What follows belongs to an exercise in optimizing a design on an open flow for small area, a short achievable clock period and few clock cycles; a production flow would make more cautious choices. The RTL was checked by simulation tests, not by an equivalence proof against the original design. Power figures rest on the tool's default switching activity, not on a simulated workload.

==> delta: inputs <==
==> flow/design.v (excerpt) <==
module exec_core (
    input  wire         clk,
    input  wire         rst,
    input  wire         issue_valid,
    input  wire  [32:0] issue,         
    output logic        issue_credit,
    output logic [38:0] commit         
);
export LEC_CHECK = 0
export ABC_AREA = 1
export CAP_MARGIN = 20
export CORE_MARGIN = 2
export CORE_UTILIZATION = 45
export SLEW_MARGIN = 20
create_clock -name core_clock -period 90.0 [get_ports {clk}]
standard.sh (not shown) runs the stock make flow with config.mk's settings and CLKGATE_MAP_FILE= SYNTH_SCRIPT=/design/flow/synth_recipe.tcl, a recipe that flattens the netlist after the stock synthesis.
==> flow/flow/run.sh <==
#!/bin/bash
set -euo pipefail
bash standard.sh "BUFFER_PORTS_ARGS=-buffer_cell sky130_fd_sc_hd__buf_2" finish > standard_flow.log 2>&1
==> sierra: changes against delta <==
--- a/flow/design.v
+++ b/flow/design.v
@@ -46,14 +46,12 @@
     input  wire        clk,
     input  wire        rst,
     input  wire        run,           
     input  wire [2:0]  op,            
     input  wire [31:0] a,
     input  wire [31:0] b,
-    input  wire [31:0] add_s,         
-    input  wire        add_co,        
     output logic       last,          
     output logic [31:0] result
 );
     localparam int DK = 2;             
     localparam int DW = 32 + DK - 1;   
     logic          busy;      
@@ -92,14 +90,15 @@
             default: w = yext[42:28];
         endcase
     end
     mul_core mul_i (.x(mx), .w(w), .acc(st[49:0]), .acc_en(busy), .p(pm));
     assign mul_res  = (op[1:0] == 2'b00) ? pm[31:0] : pm[63:32];
     assign mul_last = (mc == 2'd0);
-    logic          d_sg, an, bn, bz, sd, one, qbit, setup, y33, c33;
-    logic [33:0]   r34;
+    logic          d_sg, an, bn, bz, sd, one, qbit, setup;
+    logic [33:0]   a34, b34, r34;
+    logic [34:0]   t35;
     logic [31:0]   ua, ub, q1, r1;
     logic [5:0]    la, lb, diff, p;
     logic [DW-1:0] dsh;
     logic [31:0]   r [DK+1];
     logic [DK-1:0] qb;
     logic [31:0]   qn, rq, rn;
@@ -114,23 +113,24 @@
     assign d_sg  = !op[0];                   
     assign an    = d_sg & a[31];
     assign bn    = d_sg & b[31];
     assign sd    = an ^ bn;                  
     assign bz    = (b == 32'd0);
     assign d_quo = !op[1];                   
-    assign y33  = bn ^ !sd;
-    assign c33  = (an & y33) | (an & add_co) | (y33 & add_co);
-    assign r34  = {an ^ y33 ^ c33, an ^ y33 ^ add_co, add_s};
+    assign a34  = {{2{an}}, a};
+    assign b34  = {{2{bn}}, b};
+    assign r34  = sd ? (a34 + b34) : (a34 - b34);
+    assign t35  = sd ? ({a34[33], a34} + {b34, 1'b0}) : ({a34[33], a34} - {b34, 1'b0});
+    assign one  = bz || (an ? (!t35[34] && (t35 != 35'd0)) : t35[34]);    
     assign qbit = an ? (r34[33] || (r34 == 34'd0)) : !r34[33];           
     assign q1   = bz ? 32'hffff_ffff : (qbit ? (sd ? 32'hffff_ffff : 32'd1) : 32'd0);
     assign r1   = (qbit && !bz) ? r34[31:0] : a;
     inc_sk32 neg_a (.v(a ^ {32{an}}), .ci(an), .s(ua));
     inc_sk32 neg_b (.v(b ^ {32{bn}}), .ci(bn), .s(ub));
     assign la    = bitlen(ua);
     assign lb    = bitlen(ub);
-    assign one   = bz || (la <= lb);        
     assign diff  = la - lb;                  
     assign p     = diff | 6'(DK - 1);
     assign dsh   = DW'(ub) << p;
     assign setup = !busy && !one;
     assign r[0] = st[31:0];
     for (genvar j = 0; j < DK; j++) begin : g_row
@@ -1346,20 +1346,19 @@
     logic [31:0] a, b, res;
     logic        wr_en;
     register_file rf_i (
         .clk(clk), .rst(rst), .ra1(rs1), .ra2(rs2), .rd1(a), .rd2(b),
         .we(wr_en), .wa(rd), .wd(res)
     );
-    logic        is_md, is_beq, inv, eq, lt, sdiff, co;
+    logic        is_md, is_beq, inv, eq, lt;
     logic [31:0] y, sum, alu_res;
     assign is_md  = op[3];
     assign is_beq = (op == 4'd7);
-    assign sdiff  = !op[0] && (a[31] ^ b[31]);
-    assign inv    = (op[3:2] == 2'b11) ? !sdiff : ((op == 4'd1) || (op == 4'd5) || (op == 4'd7));
+    assign inv    = (op == 4'd1) || (op == 4'd5) || (op == 4'd7);   
     assign y      = (op == 4'd6) ? {{20{imm[11]}}, imm} : b;
-    add_bk32 alu_add (.a(a), .b(y ^ {32{inv}}), .ci(inv), .s(sum), .co(co));
+    add_bk32 alu_add (.a(a), .b(y ^ {32{inv}}), .ci(inv), .s(sum), .co());
     assign eq     = (sum == 32'd0);
     assign lt     = (a[31] != b[31]) ? a[31] : sum[31];
     always_comb begin
         case (op[2:0])
             3'd2:    alu_res = a & b;
             3'd3:    alu_res = a | b;
@@ -1371,13 +1370,12 @@
     end
     logic        md_run, md_last;
     logic [31:0] md_res;
     assign md_run = e_v && is_md && !skip;
     mul_div_unit md_i (
         .clk(clk), .rst(rst), .run(md_run), .op(op[2:0]), .a(a), .b(b),
-        .add_s(sum), .add_co(co),
         .last(md_last), .result(md_res)
     );
     logic e_done, e_exec, e_free;
     assign e_done = e_v && (skip || !is_md || md_last);
     assign e_exec = e_done && !skip;
     assign e_free = !e_v || e_done;
==> flow/run.sh (new file) <==
#!/bin/bash
# synth_recipe.tcl (not shown) runs the flow's synth.tcl, then flattens the netlist and writes it again
# the make line also repeats each setting of config.mk as NAME=value (left out here)
make -C /OpenROAD-flow-scripts/flow DESIGN_CONFIG=/design/flow/config.mk WORK_HOME=/design/flow/orfs CLKGATE_MAP_FILE= SYNTH_SCRIPT=/design/flow/synth_recipe.tcl finish
Settings changed: CORE_UTILIZATION 45 to 55.
removed: flow/flow/run.sh
removed: flow/standard.sh
==> comparison <==
In delta the power is smaller than in sierra, by 11%.
Against delta, the via count of sierra is larger by 1.1%.
In synthesized cell count, delta and sierra hardly differ.
Sequential power: delta is lower than sierra (4.3%).
Of delta and sierra, delta has the higher die area (gap about 19%, measured against sierra).
Between sierra and delta, the lower non-clock buffer count is in sierra (gap 51).
Against sierra, the first-iteration DRC count of delta is larger by 5.6%.
Between sierra and delta, the lower clock power is in delta (gap about 2%, measured against delta).
Core utilization: delta is lower than sierra (10 points).
Testbench counts of delta, summed over its fixed seeds: cycles 15,744.
Testbench counts of sierra, summed over its fixed seeds: cycles 15,730.

==> separate check: timing with driven ports <==
The results above use ideal ports. As a check the final layouts listed here were re-extracted and re-timed, cells and wires unchanged. Step 1: set_driving_cell puts a clkbuf_16 on clk and a buf_2 on each other input, an assumption about the parent block. Step 2, shift: input delay + t, output delay - t, t = (earliest + latest rising clock arrival at the registers) / 2. This alone moves slack from input paths to output paths. Slacks: ideal ports / drivers / drivers and shift; pairs: ideal ports / drivers.
run | t, ns | setup slack, ns | worst setup path at the end | cell pins on the clock port's net
delta | 0.893 | 70.657 / 70.568 / 70.840 | input to register | 1
sierra | 0.915 | 70.263 / 70.174 / 70.672 | input to register | 1
After both steps every run listed still meets setup and hold.
